Source: an optimization exercise on an open RTL-to-GDS flow (aim: small area, a short achievable clock period and few clock cycles per item). Production flows keep margins and buffers that such runs may drop.
The RTL was checked by simulation tests, not by an equivalence proof against the original design.
Power is estimated from default activity; no workload was simulated.

**design/flow/config.mk**
```make
export PLATFORM = sky130hd
export DESIGN_NAME = swls_top
export DESIGN_NICKNAME = swls_top
export VERILOG_FILES = /design/flow/design.v
export SDC_FILE = /design/flow/constraint.sdc
export NUM_CORES = 4
export LEC_CHECK = 0
export CAP_MARGIN = 20
export CORE_MARGIN = 2
export CORE_UTILIZATION = 45
export CTS_CLUSTER_DIAMETER = 100
export CTS_CLUSTER_SIZE = 30
export SETUP_SLACK_MARGIN = 2.9
export SLEW_MARGIN = 20
```
**design/flow/constraint.sdc**
```tcl
create_clock -name core_clock -period 5.0 [get_ports {clk_i}]
set_input_delay 1.0000 -clock core_clock [delete_from_list [all_inputs] [get_ports {clk_i}]]
set_output_delay 1.0000 -clock core_clock [all_outputs]
set_load 0.01 [all_outputs]
```
**design/flow/design.v**
```verilog
package swls_pkg;
  localparam logic [1:0] ACT_PUSH   = 2'd0;
  localparam logic [1:0] ACT_POP    = 2'd1;
  localparam logic [1:0] ACT_SEARCH = 2'd2;
  localparam logic [1:0] STAT_OK    = 2'd0;
  localparam logic [1:0] STAT_EMPTY = 2'd1;
  localparam logic [1:0] STAT_FULL  = 2'd2;
endpackage
module swls_cell #(
  parameter int DATA_WIDTH = 32
) (
  input  logic                  clk_i,
  input  logic                  push_i,
  input  logic                  pop_i,
  input  logic                  hold_i,
  input  logic [DATA_WIDTH-1:0] up_word_i,
  input  logic [DATA_WIDTH-1:0] down_word_i,
  output logic [DATA_WIDTH-1:0] word_o
);
  logic [DATA_WIDTH-1:0] word_q;
  always_ff @(posedge clk_i) begin
    word_q <= ({DATA_WIDTH{push_i}} & up_word_i)
            | ({DATA_WIDTH{pop_i}}  & down_word_i)
            | ({DATA_WIDTH{hold_i}} & word_q);
  end
  assign word_o = word_q;
endmodule
module stack_with_linear_search #(
  parameter int DEPTH      = 16,
  parameter int DATA_WIDTH = 32
) (
  input  logic                  clk_i,
  input  logic                  rst_ni,
  input  logic                  start,
  output logic                  busy,
  input  logic [1:0]            req_action,
  input  logic [DATA_WIDTH-1:0] req_value,
  output logic                  rsp_valid_o,
  output logic [1:0]            rsp_status,
  output logic [DATA_WIDTH-1:0] rsp_popped_value,
  output logic                  rsp_found,
  output logic [3:0]            rsp_found_index,
  output logic [DATA_WIDTH-1:0] rsp_top_value,
  output logic [4:0]            rsp_entry_count,
  output logic                  rsp_is_empty
);
  logic [DEPTH-1:0]      vld_q;       
  logic [DATA_WIDTH-1:0] words [DEPTH+1];
  logic                  v1_q, push_q, pop_q, hold_q, keep_q, srch1_q;
  logic [1:0]            status1_q;
  logic [DATA_WIDTH-1:0] val1_q;
  logic [DEPTH-1:0]      eq, match_d, match1_q;
  logic                  eq_new;
  logic [DEPTH-1:0]      vld_n;
  logic                  req_push, req_pop, push_d, pop_d;
  assign busy = 1'b0;
  always_comb begin
    if (push_q)     vld_n = {vld_q[DEPTH-2:0], 1'b1};
    else if (pop_q) vld_n = {1'b0, vld_q[DEPTH-1:1]};
    else            vld_n = vld_q;
  end
  assign req_push = start & (req_action == swls_pkg::ACT_PUSH);
  assign req_pop  = start & (req_action == swls_pkg::ACT_POP);
  assign push_d   = req_push & ~vld_n[DEPTH-1];
  assign pop_d    = req_pop & vld_n[0];
  always_ff @(posedge clk_i or negedge rst_ni) begin
    if (!rst_ni) begin
      v1_q      <= 1'b0;
      push_q    <= 1'b0;
      pop_q     <= 1'b0;
      hold_q    <= 1'b0;
      keep_q    <= 1'b0;
      srch1_q   <= 1'b0;
      status1_q <= swls_pkg::STAT_OK;
    end else begin
      v1_q      <= start;
      push_q    <= push_d;
      pop_q     <= pop_d;
      hold_q    <= ~(push_d | pop_d);
      keep_q    <= pop_d & vld_n[1];
      srch1_q   <= start & (req_action == swls_pkg::ACT_SEARCH);
      status1_q <= (req_push & vld_n[DEPTH-1]) ? swls_pkg::STAT_FULL  :
                   (req_pop & ~vld_n[0])       ? swls_pkg::STAT_EMPTY :
                                                 swls_pkg::STAT_OK;
    end
  end
  always_ff @(posedge clk_i) begin
    val1_q   <= req_value;
    match1_q <= match_d;
  end
  assign eq_new = (val1_q == req_value);
  for (genvar i = 0; i < DEPTH; i++) begin : g_eq
    assign eq[i] = (words[i] == req_value);
  end
  always_comb begin
    if (push_q)     match_d = {eq[DEPTH-2:0], eq_new};
    else if (pop_q) match_d = {1'b0, eq[DEPTH-1:1]};
    else            match_d = eq;
  end
  logic [4:0] count_q;
  logic       empty_q;
  assign words[DEPTH] = '0;
  logic [DATA_WIDTH-1:0] top_q;
  always_ff @(posedge clk_i or negedge rst_ni) begin
    if (!rst_ni) top_q <= '0;
    else         top_q <= ({DATA_WIDTH{push_q}} & val1_q)
                        | ({DATA_WIDTH{keep_q}} & words[1])
                        | ({DATA_WIDTH{hold_q}} & top_q);
  end
  assign words[0] = top_q;
  for (genvar i = 1; i < DEPTH; i++) begin : g_cell
    swls_cell #(
      .DATA_WIDTH (DATA_WIDTH)
    ) u_cell (
      .clk_i       (clk_i),
      .push_i      (push_q),
      .pop_i       (pop_q),
      .hold_i      (hold_q),
      .up_word_i   (words[i-1]),
      .down_word_i (words[i+1]),
      .word_o      (words[i])
    );
  end
  always_ff @(posedge clk_i or negedge rst_ni) begin
    if (!rst_ni) begin
      vld_q   <= '0;
      count_q <= '0;
    end else begin
      vld_q <= vld_n;
      if (push_q)     count_q <= count_q + 5'd1;
      else if (pop_q) count_q <= count_q - 5'd1;
    end
  end
  always_ff @(posedge clk_i) begin
    empty_q <= ~vld_n[0];
  end
  logic [DEPTH-1:0] match;
  logic [3:0]       index;
  logic             found;
  assign match = match1_q & vld_q & {DEPTH{srch1_q}};
  always_comb begin
    logic seen;
    seen  = 1'b0;
    index = '0;
    for (int i = 0; i < DEPTH; i++) begin
      index = index | ({4{match[i] & ~seen}} & (count_q[3:0] - 4'(i + 1)));
      seen  = seen | match[i];
    end
  end
  assign found = |match;
  logic                  rsp_valid_q;
  logic [1:0]            rsp_status_q;
  logic [DATA_WIDTH-1:0] rsp_popped_q;
  logic                  rsp_found_q;
  logic [3:0]            rsp_index_q;
  always_ff @(posedge clk_i or negedge rst_ni) begin
    if (!rst_ni) rsp_valid_q <= 1'b0;
    else         rsp_valid_q <= v1_q;
  end
  always_ff @(posedge clk_i) begin
    rsp_status_q <= status1_q;
    rsp_popped_q <= {DATA_WIDTH{pop_q}} & words[0];
    rsp_found_q  <= found;
    rsp_index_q  <= index;
  end
  assign rsp_valid_o      = rsp_valid_q;
  assign rsp_status       = rsp_status_q;
  assign rsp_popped_value = rsp_popped_q;
  assign rsp_found        = rsp_found_q;
  assign rsp_found_index  = rsp_index_q;
  assign rsp_top_value    = top_q;
  assign rsp_entry_count  = count_q;
  assign rsp_is_empty     = empty_q;
endmodule
module swls_top (
  input  logic        clk_i,
  input  logic        rst_ni,
  input  logic        start,
  output logic        busy,
  input  logic [1:0]  req_action,
  input  logic [31:0] req_value,
  output logic        rsp_valid_o,
  output logic [1:0]  rsp_status,
  output logic [31:0] rsp_popped_value,
  output logic        rsp_found,
  output logic [3:0]  rsp_found_index,
  output logic [31:0] rsp_top_value,
  output logic [4:0]  rsp_entry_count,
  output logic        rsp_is_empty
);
  stack_with_linear_search #(
    .DEPTH      (16),
    .DATA_WIDTH (32)
  ) u_stack (
    .clk_i            (clk_i),
    .rst_ni           (rst_ni),
    .start            (start),
    .busy             (busy),
    .req_action       (req_action),
    .req_value        (req_value),
    .rsp_valid_o      (rsp_valid_o),
    .rsp_status       (rsp_status),
    .rsp_popped_value (rsp_popped_value),
    .rsp_found        (rsp_found),
    .rsp_found_index  (rsp_found_index),
    .rsp_top_value    (rsp_top_value),
    .rsp_entry_count  (rsp_entry_count),
    .rsp_is_empty     (rsp_is_empty)
  );
endmodule
```
**design/flow/run.sh**
```bash
#!/bin/bash
# synth_recipe.tcl (not shown) runs the flow's synth.tcl, then flattens the netlist and writes it again
# the make line also repeats each setting of config.mk as NAME=value (left out here)
make -C /OpenROAD-flow-scripts/flow DESIGN_CONFIG=/design/flow/config.mk WORK_HOME=/design/flow/orfs CLKGATE_MAP_FILE= SYNTH_SCRIPT=/design/flow/synth_recipe.tcl finish
```
==> results of run 1 <==
==> synth_stat cells, types with 11 or more instances <==
library cell,instances,area (sq um)
nor4_1,133,832
nor2_1,31,116
mux2i_1,29,290
dfxtp_1,568,11400
o21ai_0,39,195
inv_1,491,1840
nand2_1,51,191
and2_1,35,219
a222oi_1,482,4820
clkbuf_1,161,604
nand4_1,46,288
xnor2_1,24,210
xor2_1,527,4620
a22o_1,34,298
buf_1,19,71.3
dfrtp_1,62,1550
buf_2,68,340
nor3_1,11,55.1
==> timing repair <==
action,CTS,global route
pin swaps,28,26
resized for setup,639,81
setup buffers,63,19
endpoints found under the hold margin,0,0
endpoints found under the setup margin,472,129
gates cloned,0,2
==> metal layers <==
| metal | share of wire, % | routed length (um) |
|---|---|---|
| met5 | 0 | 0 |
| met4 | 7.8 | 8530 |
| met3 | 7.1 | 7780 |
| met2 | 46 | 49900 |
| met1 | 39 | 43100 |
==> state kept, by name, summed over array words and instances (netlist names) <==
name / count
u_stack.g_cell.u_cell.word_q: 480
u_stack.rsp_popped_q: 32
u_stack.top_q: 32
u_stack.val1_q: 32
u_stack.match1_q: 16
u_stack.vld_q: 16
u_stack.count_q: 5
u_stack.rsp_index_q: 4
u_stack.rsp_status_q: 2
u_stack.status1_q: 2
u_stack.empty_q: 1
u_stack.hold_q: 1
u_stack.keep_q: 1
u_stack.pop_q: 1
u_stack.push_q: 1
u_stack.rsp_found_q: 1
u_stack.rsp_valid_q: 1
u_stack.srch1_q: 1
u_stack.v1_q: 1
==> layout by cell type (no fill, tap or decap), types with 32 or more instances in the layout <==
master    netlist  routed
nand4_1        46      46
nor4_2          0      42
a22o_1         34      34
buf_6           0      63
nand2_1        51      51
inv_1         491     487
and2_1         35      35
buf_2          68      32
buf_4           1     130
a222oi_1      482     482
xor2_1        527     522
dfxtp_1       568     552
nor4_1        133      84
dfrtp_2         0      33
==> layout make-up <==
| type | instances | area (sq um) | area share, % |
|---|---|---|---|
| Clock inverter | 13 | 146 | 0.447 |
| Clock buffer | 33 | 741 | 2.26 |
| Sequential cell | 630 | 13000 | 39.7 |
| Inverter | 491 | 1860 | 5.67 |
| Tap cell | 846 | 1060 | 3.23 |
| Antenna cell | 1 | 2.50 | 0.00764 |
| Timing Repair Buffer | 263 | 2520 | 7.70 |
| Multi-Input combinational cell | 1525 | 13400 | 41.0 |
==> logic make-up after synthesis <==
family	after synthesis
compound gates	600
simple gates	330
flops	630
fa+ha+maj	11
mux	32
xor+xnor	551
buf+inv	741
other cells	1
==> worst min path at each step <==
stage,slack (ns),cells after the start,endpoint,from
after detailed placement,0.33,0,u_stack.rsp_status_q[1],u_stack.status1_q[1]
final,0.36,0,u_stack.rsp_status_q[1],u_stack.status1_q[1]
after floorplan,0.32,0,u_stack.rsp_status_q[0],u_stack.status1_q[0]
after global placement,0.33,0,u_stack.rsp_status_q[1],u_stack.status1_q[1]
after CTS,0.36,0,u_stack.rsp_status_q[1],u_stack.status1_q[1]
after global routing,0.38,0,u_stack.rsp_status_q[1],u_stack.status1_q[1]
==> power groups by stage <==
| stage | Combinational [uW] | Sequential, uW | Clock (uW) |
|---|---|---|---|
| global route | 3540 | 6880 | 3130 |
| CTS | 3150 | 6760 | 2940 |
| finish | 3320 | 6810 | 2900 |
| global placement | 2640 | 6960 | 0 |
| floorplan | 1890 | 6500 | 0 |
| detailed placement | 2680 | 6990 | 0 |
==> per-stage QoR <==
step	cell area, sq um	hold slack [ns]	power (uW)
finish	32800	0.356	13000
global placement	30400	0.328	9600
CTS	32200	0.356	12800
floorplan	29300	0.324	8400
global route	32800	0.379	13500
detailed placement	30400	0.328	9670
==> flow_summary.toml, run 1 <==
[yosys]
synth_fp_nets = 2944
ys_seq_area_share_pct = 45.1
synth_xor_area_share_pct = 16.8
synthSimpleGateAreaFrac_pct = 6.56
synth_top_family_by_area = "compound AO/OA/AOI/OAI gates"
postSynthCellCount = 2896
synth-edff-count = 0
synth-main-ff-cell = "dfxtp_1"
syn_avg_cell_area_sq_um = 9.90
synth-compound-area-share_pct = 19.8
yosysUniqueCellTypes = 58
synth_fa_ha_area_share_pct = 0.506
syn-cell-area_sq_um = 28700
synth-seq-cells = 630
synth_warnings = 4
synthMuxAreaShare_pct = 1.13
ys_async_sr_fraction_pct = 9.84

[clock_network]
hold_buffers = 0
clk_pin_slew_ns = 0.12
root_buffer = "clkbuf_16"
clk_latency_ns = 0.64
cts_tree = "done"
cts_sinks = 630
cts_buffers = 28
htree_levels = 1
clk_path_buf_depth = 3

[critical_path]
cp.depth = 1
cp_max_fo = 2
cpPeakStageDelay_ns = 0.53
cp_num_buf_inv = 1
critPathKind = "flip-flop to primary output"
cpMaxStageDelayCell = "dfrtp_4"
required_ns = 4.00
cp-endpoint = "rsp_entry_count[2]"
r2r-end = "u_stack.rsp_index_q[3]"
critPathTopFamily = "flip-flops"
crit_arrival_ns = 1.30
cp-end-kind = "primary output"
r2r_start = "u_stack.count_q[2]"
critPathLaunch = "u_stack.count_q[2]"
rrSetupSlack_ns = 2.75
rr_worst_depth = 8
worstPathCellList = "buf_6"
cp-start-kind = "flip-flop"

[grt]
grt_max_degree = 245
met3_usage_pct = 3.29
grt_pass1_vias = 22559
grt_pass1_wl_um = 155000
antenna_found_initial = 1
grt_usage_pct = 31.4
gr-usage-met2_pct = 49.6
overflow = 0
grt_use_met1_pct = 40.7
global_route.peak_usage_layer = "met2"

[power_and_ir_drop]
p_int_uw = 8350
p_seq_share_pct = 52.3
powerDensity_nw_per_um2 = 398
pwr-share-comb_pct = 25.5
vdd_drop_max_v = 0.000218
switching_share_pct = 35.9
p_switching_uw = 4680
p_leak_uw = 0.0163
p_clk_share_pct = 22.3

[route]
vias = 24257
routedWlPerCell_um = 28.8
vias_per_cell = 6.38
totalWireLength_um = 109000
drc_errors = 0
first_pass_iters = 17
ant_nets = 0
drt_iter0_markers = 5067

[floorplan]
dieHeight_um = 256
coreArea_sq_um = 63000
die_x_um = 256
start_util_pct = 45.5
dieArea_sq_um = 65700
placementRows = 92
ioPinCount = 116

[cells_and_area]
fillCellCount = 5796
instances_no_fill = 3802
drive_gt1_share_pct = 15.4
final_nets = 2987
syn_to_final_growth_pct = 14.3
final_core_util_pct = 52.0

[sta]
finalHoldViolCount = 0
final.setup.worst_slack_ns = 2.70
finalSetupTns_ns = 0
rsz0062_at_grt = "yes"
fin_crit_sh_pct = 45.9
skew_ns = 0.0227
max_freq_ghz = 0.435
tightest_slew_ns = 0.892
fin_crit_ns = 2.30
setup_violations = 0
slew_viol_final = 0
slew_headroom_pct = 40.5

[placement]
place.gp.congestion = 0.920
post-dp-hpwl_um = 73800
port_buffers = 114
dp_cells = 3670
dp_slack_ns = 0.964

[flow_run]
drv_cap = 0

[run_status]
status = "timing/DRC/antenna clean"

[min_path]
min_path_type = "flip-flop to flip-flop"
Testbench counts, summed over its fixed seeds: cycles 16,008, items 16,000.
==> run 2: changes to the inputs <==
--- a/design/flow/config.mk
+++ b/design/flow/config.mk
@@ -10,5 +10,5 @@
 export CORE_UTILIZATION = 45
 export CTS_CLUSTER_DIAMETER = 100
-export CTS_CLUSTER_SIZE = 30
+export CTS_CLUSTER_SIZE = 24
 export SETUP_SLACK_MARGIN = 2.9
 export SLEW_MARGIN = 20
==> run 2 against run 1 <==
  * Routed wire length is 0.42% lower
  * Count of clock-buffer cells in the layout grew 11
  * Die area did not move
  * Largest cell class unchanged
==> flow_summary.toml, run 2 <==
[critical_path]
rrSetupSlack_ns = 2.77
required_ns = 4.00
crit_arrival_ns = 1.30
rr_worst_depth = 8
cpPeakStageDelay_ns = 0.53
critPathTopFamily = "flip-flops"
cp_num_buf_inv = 1
r2r_start = "u_stack.count_q[2]"
critPathKind = "flip-flop to primary output"
worstPathCellList = "buf_6"
cp_max_fo = 2
cp-start-kind = "flip-flop"
r2r-end = "u_stack.rsp_index_q[3]"
critPathLaunch = "u_stack.count_q[2]"
cp-end-kind = "primary output"
cpMaxStageDelayCell = "dfrtp_4"
cp-endpoint = "rsp_entry_count[2]"
cp.depth = 1

[clock_network]
hold_buffers = 0
cts_sinks = 630
clk_pin_slew_ns = 0.10
root_buffer = "clkbuf_16"
cts_buffers = 31
htree_levels = 1
clk_path_buf_depth = 3
clk_latency_ns = 0.65
cts_tree = "done"

[floorplan]
start_util_pct = 45.5
coreArea_sq_um = 63000
die_x_um = 256
dieArea_sq_um = 65700
placementRows = 92
ioPinCount = 116
dieHeight_um = 256

[yosys]
postSynthCellCount = 2896
synth_most_common_cell = "dfxtp_1"
netlist.area_leader.share_pct = 39.7
synth_warnings = 4
yosysTopAreaCell = "dfxtp_1"
synth-seq-cells = 630
syn_avg_cell_area_sq_um = 9.90
ys_seq_area_share_pct = 45.1
ys_async_sr_fraction_pct = 9.84
synth_area_leaders = "dfxtp_1 40%, a222oi_1 17%, xor2_1 16%"
syn-cell-area_sq_um = 28700
synth-edff-count = 0
yosys-top-cells-count = "568 x dfxtp_1, 527 x xor2_1, 491 x inv_1, 482 x a222oi_1, 161 x clkbuf_1"
synth-main-ff-cell = "dfxtp_1"
synth_fp_nets = 2944
yosysUniqueCellTypes = 58

[grt]
antenna_found_initial = 1
grt_pass1_wl_um = 155000
grt_max_degree = 245
grt_pass1_vias = 22376
grt_usage_pct = 31.3
overflow = 0

[route]
drc_errors = 0
drt_iter0_markers = 5060
first_pass_iters = 17
routedWlPerCell_um = 28.7
vias = 24235
vias_per_cell = 6.38
ant_nets = 0
totalWireLength_um = 109000

[sta]
finalHoldViolCount = 0
finalSetupTns_ns = 0
setup_violations = 0
rsz0062_at_grt = "yes"
tightest_slew_ns = 1.29
slew_viol_final = 0
skew_ns = 0.0177
max_freq_ghz = 0.435
fin_crit_sh_pct = 46.0
fin_crit_ns = 2.30
final.setup.worst_slack_ns = 2.70
slew_headroom_pct = 13.8

[power_and_ir_drop]
p_total_uw = 12900
p_leak_uw = 0.0163
vdd_drop_max_v = 0.000238
powerDensity_nw_per_um2 = 397

[cells_and_area]
drive_gt1_share_pct = 14.8
largest_register = "u_stack.g_cell.u_cell.word_q"
final_cell_mix = "552 x dfxtp_1, 523 x xor2_1, 487 x inv_1"
largest_reg_flops = 480
final_common_cell = "dfxtp_1"
syn_to_final_growth_pct = 13.7
instances_no_fill = 3798
final_nets = 2982

[flow_run]
drv_cap = 0

[placement]
post-dp-hpwl_um = 73800
place.gp.congestion = 0.920
port_buffers = 114
dp_cells = 3670
dp_slack_ns = 0.964

[run_status]
status = "timing/DRC/antenna clean"

[min_path]
min_path_type = "flip-flop to flip-flop"
-- run 2: cell counts after synthesis --
Identical to the previous run, type by type.
-- run 2: cells by family (layout without fill, tap and decap cells) --
family          Yosys count  in the layout  share of synthesized area, %
buf+inv                 741            796                          10.1
flops                   630            630                          45.1
compound gates          600            600                          19.8
xor+xnor                551            551                          16.8
simple gates            330            330                          6.56
mux                      32             32                          1.13
fa+ha+maj                11             11                         0.506
other cells               1              2                        0.0131
-- run 2: stage by stage --
stage	util, %	hold WS [ns]	area (sq um)
2_1_floorplan	-	0.324	29300
3_3_place_gp	48.3	0.328	30400
3_5_place_dp	48.3	0.328	30400
4_1_cts	50.9	0.349	32100
5_1_grt	51.7	0.374	32600
6_report	51.7	0.349	32600
-- run 2: final cells by class --
| cell class | instances | area (sq um) |
|---|---|---|
| Antenna cell | 1 | 2.50 |
| Clock buffer | 44 | 845 |
| Multi-Input combinational cell | 1525 | 13400 |
| Fill cell | 5804 | 30400 |
| Inverter | 491 | 1850 |
| Timing Repair Buffer | 255 | 2400 |
| Tap cell | 846 | 1060 |
| Sequential cell | 630 | 13000 |
| Clock inverter | 6 | 51.3 |
-- run 2: power breakdown --
group	total, uW	switching (uW)	internal (uW)
logic	3230	1800	1430
registers	6810	1070	5740
clock network	2910	1710	1190
-- run 2: worst min-delay path by stage --
| stage | startpoint | endpoint | slack [ns] | cells after the start |
|---|---|---|---|---|
| after floorplan | u_stack.status1_q[0] | u_stack.rsp_status_q[0] | 0.32 | 0 |
| after global placement | u_stack.status1_q[1] | u_stack.rsp_status_q[1] | 0.33 | 0 |
| after detailed placement | u_stack.status1_q[1] | u_stack.rsp_status_q[1] | 0.33 | 0 |
| after CTS | u_stack.status1_q[1] | u_stack.rsp_status_q[1] | 0.35 | 0 |
| after global routing | u_stack.status1_q[1] | u_stack.rsp_status_q[1] | 0.37 | 0 |
| final | u_stack.status1_q[1] | u_stack.rsp_status_q[1] | 0.35 | 0 |
-- run 2: repair_timing --
action	4_1_cts	5_1_grt
gates resized for setup	624	80
setup buffers	53	22
gates cloned	1	1
setup endpoints to repair	474	91
pin swaps	11	24
-- run 2: layer usage --
metal | vias to the layer above | global-route usage, % | share of wire, %
met5 | - | 0 | 0
met4 | 0 | 20.9 | 7.9
met3 | 257 | 3.31 | 7.4
met2 | 1315 | 49.1 | 45
met1 | 11973 | 40.8 | 40
li1 | 10690 | - | -
==> run 3: changes to the inputs <==
--- a/design/flow/design.v
+++ b/design/flow/design.v
@@ -47,5 +47,5 @@
   logic [DEPTH-1:0]      vld_q;       
   logic [DATA_WIDTH-1:0] words [DEPTH+1];
-  logic                  v1_q, push_q, pop_q, hold_q, keep_q, srch1_q;
+  logic                  v1_q, push_q, pop_q, hold_q, keep_q;
   logic [1:0]            status1_q;
   logic [DATA_WIDTH-1:0] val1_q;
@@ -53,5 +53,7 @@
   logic                  eq_new;
   logic [DEPTH-1:0]      vld_n;
-  logic                  req_push, req_pop, push_d, pop_d;
+  logic                  req_push, req_pop, req_search, push_d, pop_d;
+  logic [4:0]            count_n;     
+  logic [3:0]            last1_q;     
   assign busy = 1'b0;
   always_comb begin
@@ -64,4 +66,5 @@
   assign push_d   = req_push & ~vld_n[DEPTH-1];
   assign pop_d    = req_pop & vld_n[0];
+  assign req_search = start & (req_action == swls_pkg::ACT_SEARCH);
   always_ff @(posedge clk_i or negedge rst_ni) begin
     if (!rst_ni) begin
@@ -71,5 +74,4 @@
       hold_q    <= 1'b0;
       keep_q    <= 1'b0;
-      srch1_q   <= 1'b0;
       status1_q <= swls_pkg::STAT_OK;
     end else begin
@@ -79,5 +81,4 @@
       hold_q    <= ~(push_d | pop_d);
       keep_q    <= pop_d & vld_n[1];
-      srch1_q   <= start & (req_action == swls_pkg::ACT_SEARCH);
       status1_q <= (req_push & vld_n[DEPTH-1]) ? swls_pkg::STAT_FULL  :
                    (req_pop & ~vld_n[0])       ? swls_pkg::STAT_EMPTY :
@@ -87,5 +88,6 @@
   always_ff @(posedge clk_i) begin
     val1_q   <= req_value;
-    match1_q <= match_d;
+    match1_q <= match_d & vld_n & {DEPTH{req_search}};
+    last1_q  <= count_n[3:0] - 4'd1;
   end
   assign eq_new = (val1_q == req_value);
@@ -100,11 +102,16 @@
   logic [4:0] count_q;
   logic       empty_q;
+  always_comb begin
+    count_n = '0;
+    for (int i = 0; i < DEPTH; i++) begin
+      if (vld_n[i]) count_n = 5'(i + 1);
+    end
+  end
   assign words[DEPTH] = '0;
   logic [DATA_WIDTH-1:0] top_q;
-  always_ff @(posedge clk_i or negedge rst_ni) begin
-    if (!rst_ni) top_q <= '0;
-    else         top_q <= ({DATA_WIDTH{push_q}} & val1_q)
-                        | ({DATA_WIDTH{keep_q}} & words[1])
-                        | ({DATA_WIDTH{hold_q}} & top_q);
+  always_ff @(posedge clk_i) begin
+    top_q <= ({DATA_WIDTH{push_q}} & val1_q)
+           | ({DATA_WIDTH{keep_q}} & words[1])
+           | ({DATA_WIDTH{hold_q}} & top_q);
   end
   assign words[0] = top_q;
@@ -123,20 +130,15 @@
   end
   always_ff @(posedge clk_i or negedge rst_ni) begin
-    if (!rst_ni) begin
-      vld_q   <= '0;
-      count_q <= '0;
-    end else begin
-      vld_q <= vld_n;
-      if (push_q)     count_q <= count_q + 5'd1;
-      else if (pop_q) count_q <= count_q - 5'd1;
-    end
+    if (!rst_ni) vld_q <= '0;
+    else         vld_q <= vld_n;
   end
   always_ff @(posedge clk_i) begin
     empty_q <= ~vld_n[0];
+    count_q <= count_n;
   end
   logic [DEPTH-1:0] match;
   logic [3:0]       index;
   logic             found;
-  assign match = match1_q & vld_q & {DEPTH{srch1_q}};
+  assign match = match1_q;
   always_comb begin
     logic seen;
@@ -144,5 +146,5 @@
     index = '0;
     for (int i = 0; i < DEPTH; i++) begin
-      index = index | ({4{match[i] & ~seen}} & (count_q[3:0] - 4'(i + 1)));
+      index = index | ({4{match[i] & ~seen}} & (last1_q - 4'(i)));
       seen  = seen | match[i];
     end
--- a/design/flow/config.mk
+++ b/design/flow/config.mk
@@ -7,4 +7,5 @@
 export LEC_CHECK = 0
 export CAP_MARGIN = 20
+export CELL_PAD_IN_SITES_DETAIL_PLACEMENT = 1
 export CORE_MARGIN = 2
 export CORE_UTILIZATION = 45
==> run 3 against run 2 <==
  * Still clean
  * Synthesized area shrank 0.10%
  * Power grew 8.4%
  * Sequential power grew 3.5%
  * Worst hold slack gained 0.0033 ns
  * Die area shrank 0.10%
  * Count of clock-buffer cells in the layout shrank 6
  * Design area grew 9.1%
  * Worst setup slack lost 0.11 ns
  * Clock power grew 1%
  * Final cell count grew 2.3%
  * Via count grew 9.8%
  * Largest power group unchanged
==> flow_summary.toml, run 3 <==
[run_status]
status = "timing/DRC/antenna clean"

[floorplan]
coreArea_sq_um = 63000
die_x_um = 256
placementRows = 92
dieHeight_um = 256
dieArea_sq_um = 65700
ioPinCount = 116
start_util_pct = 45.5

[critical_path]
worstPathCellList = "buf_8 -> mux2i_2 -> o21ai_2 -> nor2b_1 -> a211o_1 -> a21oi_4 -> o21ai_2 -> xnor2_1"
cpMaxStageDelayCell = "dfrtp_4"
cp-end-kind = "flip-flop"
crit_top_cell = "o21ai_2"
required_ns = 5.51
cp_max_fo = 6
crit_arrival_ns = 2.92
critPathKind = "flip-flop to flip-flop"
cp-start-kind = "flip-flop"
cpPeakStageDelay_ns = 0.57

[cells_and_area]
syn_to_final_growth_pct = 24.2
stdcell_area_sq_um = 35500
final_core_util_pct = 56.5
instances_no_fill = 3886
largest_register = "u_stack.g_cell.u_cell.word_q"
largest_reg_flops = 480
final_common_cell = "dfxtp_1"
final_nets = 3074
final_cell_mix = "550 x dfxtp_1, 490 x inv_1, 480 x a222oi_1"
drive_gt1_share_pct = 21.6

[route]
vias = 26611
first_pass_iters = 14
drt_iter0_markers = 5520
ant_nets = 0
totalWireLength_um = 133000
drc_errors = 0
vias_per_cell = 6.85
routedWlPerCell_um = 34.1

[grt]
antenna_found_initial = 3
grt_pass1_vias = 25425
grt_usage_pct = 36.5
grt_pass1_wl_um = 180000
grt_max_degree = 154
overflow = 0

[clock_network]
root_buffer = "clkbuf_16"
cts_buffers = 31
cts_tree = "done"
clk_path_buf_depth = 3
htree_levels = 1
clk_latency_ns = 0.66
hold_buffers = 0
clk_pin_slew_ns = 0.10
cts_sinks = 633

[yosys]
synth_top_family_by_area = "compound AO/OA/AOI/OAI gates"
synth-seq-cells = 633
postSynthCellCount = 2927
synth-compound-area-share_pct = 20.3
synth_fa_ha_area_share_pct = 0.350
ys_async_sr_fraction_pct = 3.79
synthSimpleGateAreaFrac_pct = 7.00
synth-main-ff-cell = "dfxtp_1"
synth_xor_area_share_pct = 16.9
yosysTopAreaCell = "dfxtp_1"
synth-edff-count = 0
syn-cell-area_sq_um = 28600
synth_area_leaders = "dfxtp_1 43%, a222oi_1 17%, xnor2_1 15%"
ys_seq_area_share_pct = 44.7
yosys-top-cells-count = "609 x dfxtp_1, 494 x inv_1, 485 x xnor2_1, 480 x a222oi_1, 203 x clkbuf_1"
yosysUniqueCellTypes = 57
netlist.area_leader.share_pct = 42.6
synth_fp_nets = 2972
synth_warnings = 4
syn_avg_cell_area_sq_um = 9.78
synthMuxAreaShare_pct = 0.839
synth_most_common_cell = "dfxtp_1"

[power_and_ir_drop]
p_leak_uw = 0.0161
powerDensity_nw_per_um2 = 395
vdd_drop_max_v = 0.000267

[sta]
slew_headroom_pct = 44.4
fin_crit_sh_pct = 48.2
skew_ns = 0.0323
max_freq_ghz = 0.415
fin_crit_ns = 2.41
tightest_slew_ns = 0.827
finalSetupTns_ns = 0
rsz0062_at_grt = "yes"
finalHoldViolCount = 0
setup_violations = 0
slew_viol_final = 0

[placement]
place.gp.congestion = 0.968
post-dp-hpwl_um = 81300
port_buffers = 114
dp_cells = 3700
dpl-instance-area_sq_um = 30900

[flow_run]
drv_cap = 0

[min_path]
min_path_type = "flip-flop to flip-flop"
-- run 3: logic make-up (layout without fill, tap and decap cells) --
family                   after synthesis  in the layout
buffers and inverters                747            858
other                                  1              3
AND/OR/NAND/NOR                      348            348
adder cells (fa/ha/maj)                8              8
multiplexers                          24             24
XOR/XNOR                             551            551
AO/OA/AOI/OAI                        615            615
flip-flops                           633            633
-- run 3: power breakdown --
group	switching (uW)	internal, uW
Clock	1780	1170
Sequential	1260	5780
Combinational	2170	1860
Total	5220	8820
-- run 3: critical path, delay by kind of cell (launching register included) --
| kind | cells | cell delay, ns |
|---|---|---|
| AND/OR/NAND/NOR | 1 | 0.17 |
| multiplexers | 1 | 0.25 |
| AO/OA/AOI/OAI | 4 | 0.95 |
| flip-flops | 1 | 0.57 |
| XOR/XNOR | 1 | 0.15 |
| buffers and inverters | 1 | 0.18 |
-- run 3: path summary, 6_finish.rpt --
kind / startpoint / to / slack, ns / cells past startpoint
max: u_stack.pop_q / u_stack.last1_q[3] / 2.59 / 8
min: u_stack.status1_q[0] / u_stack.rsp_status_q[0] / 0.35 / 0
max reg2reg: u_stack.pop_q / u_stack.last1_q[3] / 2.59 / 8
max in group asynchronous: rst_ni / u_stack.push_q / 4.17 / 1
min reg2reg: u_stack.status1_q[0] / u_stack.rsp_status_q[0] / 0.35 / 0
min in group asynchronous: rst_ni / u_stack.keep_q / 0.36 / 1
-- run 3: layout make-up --
class,count,area [sq um]
antenna,2,5.00
clock buffer,38,822
clock inverter,4,46.3
fill,6609,27400
inverter,494,1860
multi-input combinational,1547,15000
sequential,633,13000
tap,846,1060
timing repair buffer,322,3810
-- run 3: through the flow --
step | setup slack, ns | total power [uW] | hold WS [ns]
final | 2.59 | 14000 | 0.352
after global routing | 2.55 | 14400 | 0.369
after CTS | 2.77 | 13400 | 0.352
after detailed placement | 0.916 | 10100 | 0.329
after global placement | 0.998 | 9920 | 0.326
after floorplan | 2.78 | 8670 | 0.324
-- run 3: metal layers --
layer  routed length [um]  track usage [%]  up-vias
met5                   13                0        -
met4                12200             27.2        2
met3                13000             5.09      464
met2                59700             58.5     1838
met1                47700             44.9    13303
li1                     -                -    11004
-- run 3: timing repair --
action                                  CTS  global route
resized for setup                       849           170
gates cloned                             14             9
hold endpoints to repair                  0             0
pin swaps                                56            80
endpoints found under the setup margin  649           216
buffers inserted                         81            38
Testbench counts of run 3, summed over its fixed seeds: cycles 16,008, items 16,000.

-- afterwards: timing with drivers on the ports --
How much do the figures lean on ideal ports? The routed layouts below were timed once more, with nothing changed but the port constraints. Step 1 sets driving cells, clkbuf_16 on the clock port and buf_2 on the other inputs (assumed; they add their load-dependent delay and slew). Step 2 adds t to the input delays and takes it off the output delays; t is the mean of the earliest and latest rising clock arrival at the registers after step 1. Input paths then give back, and output paths get back, about the clock's delay inside the block. Slacks: ideal ports / drivers / drivers and shift; pairs: ideal ports / drivers.
run	t (ns)	setup WS [ns]	clock arrival spread, ns
run 1	0.696	2.704 / 2.641 / 2.225	0.024 / 0.023
run 2	0.709	2.701 / 2.635 / 2.239	0.023 / 0.024
run 3	0.710	2.589 / 2.589 / 1.913	0.040 / 0.040
After both steps every run listed still meets setup and hold. The setup slack of run 3, which loses most, moves by 0.000 ns with the drivers and by -0.676 ns with both steps.
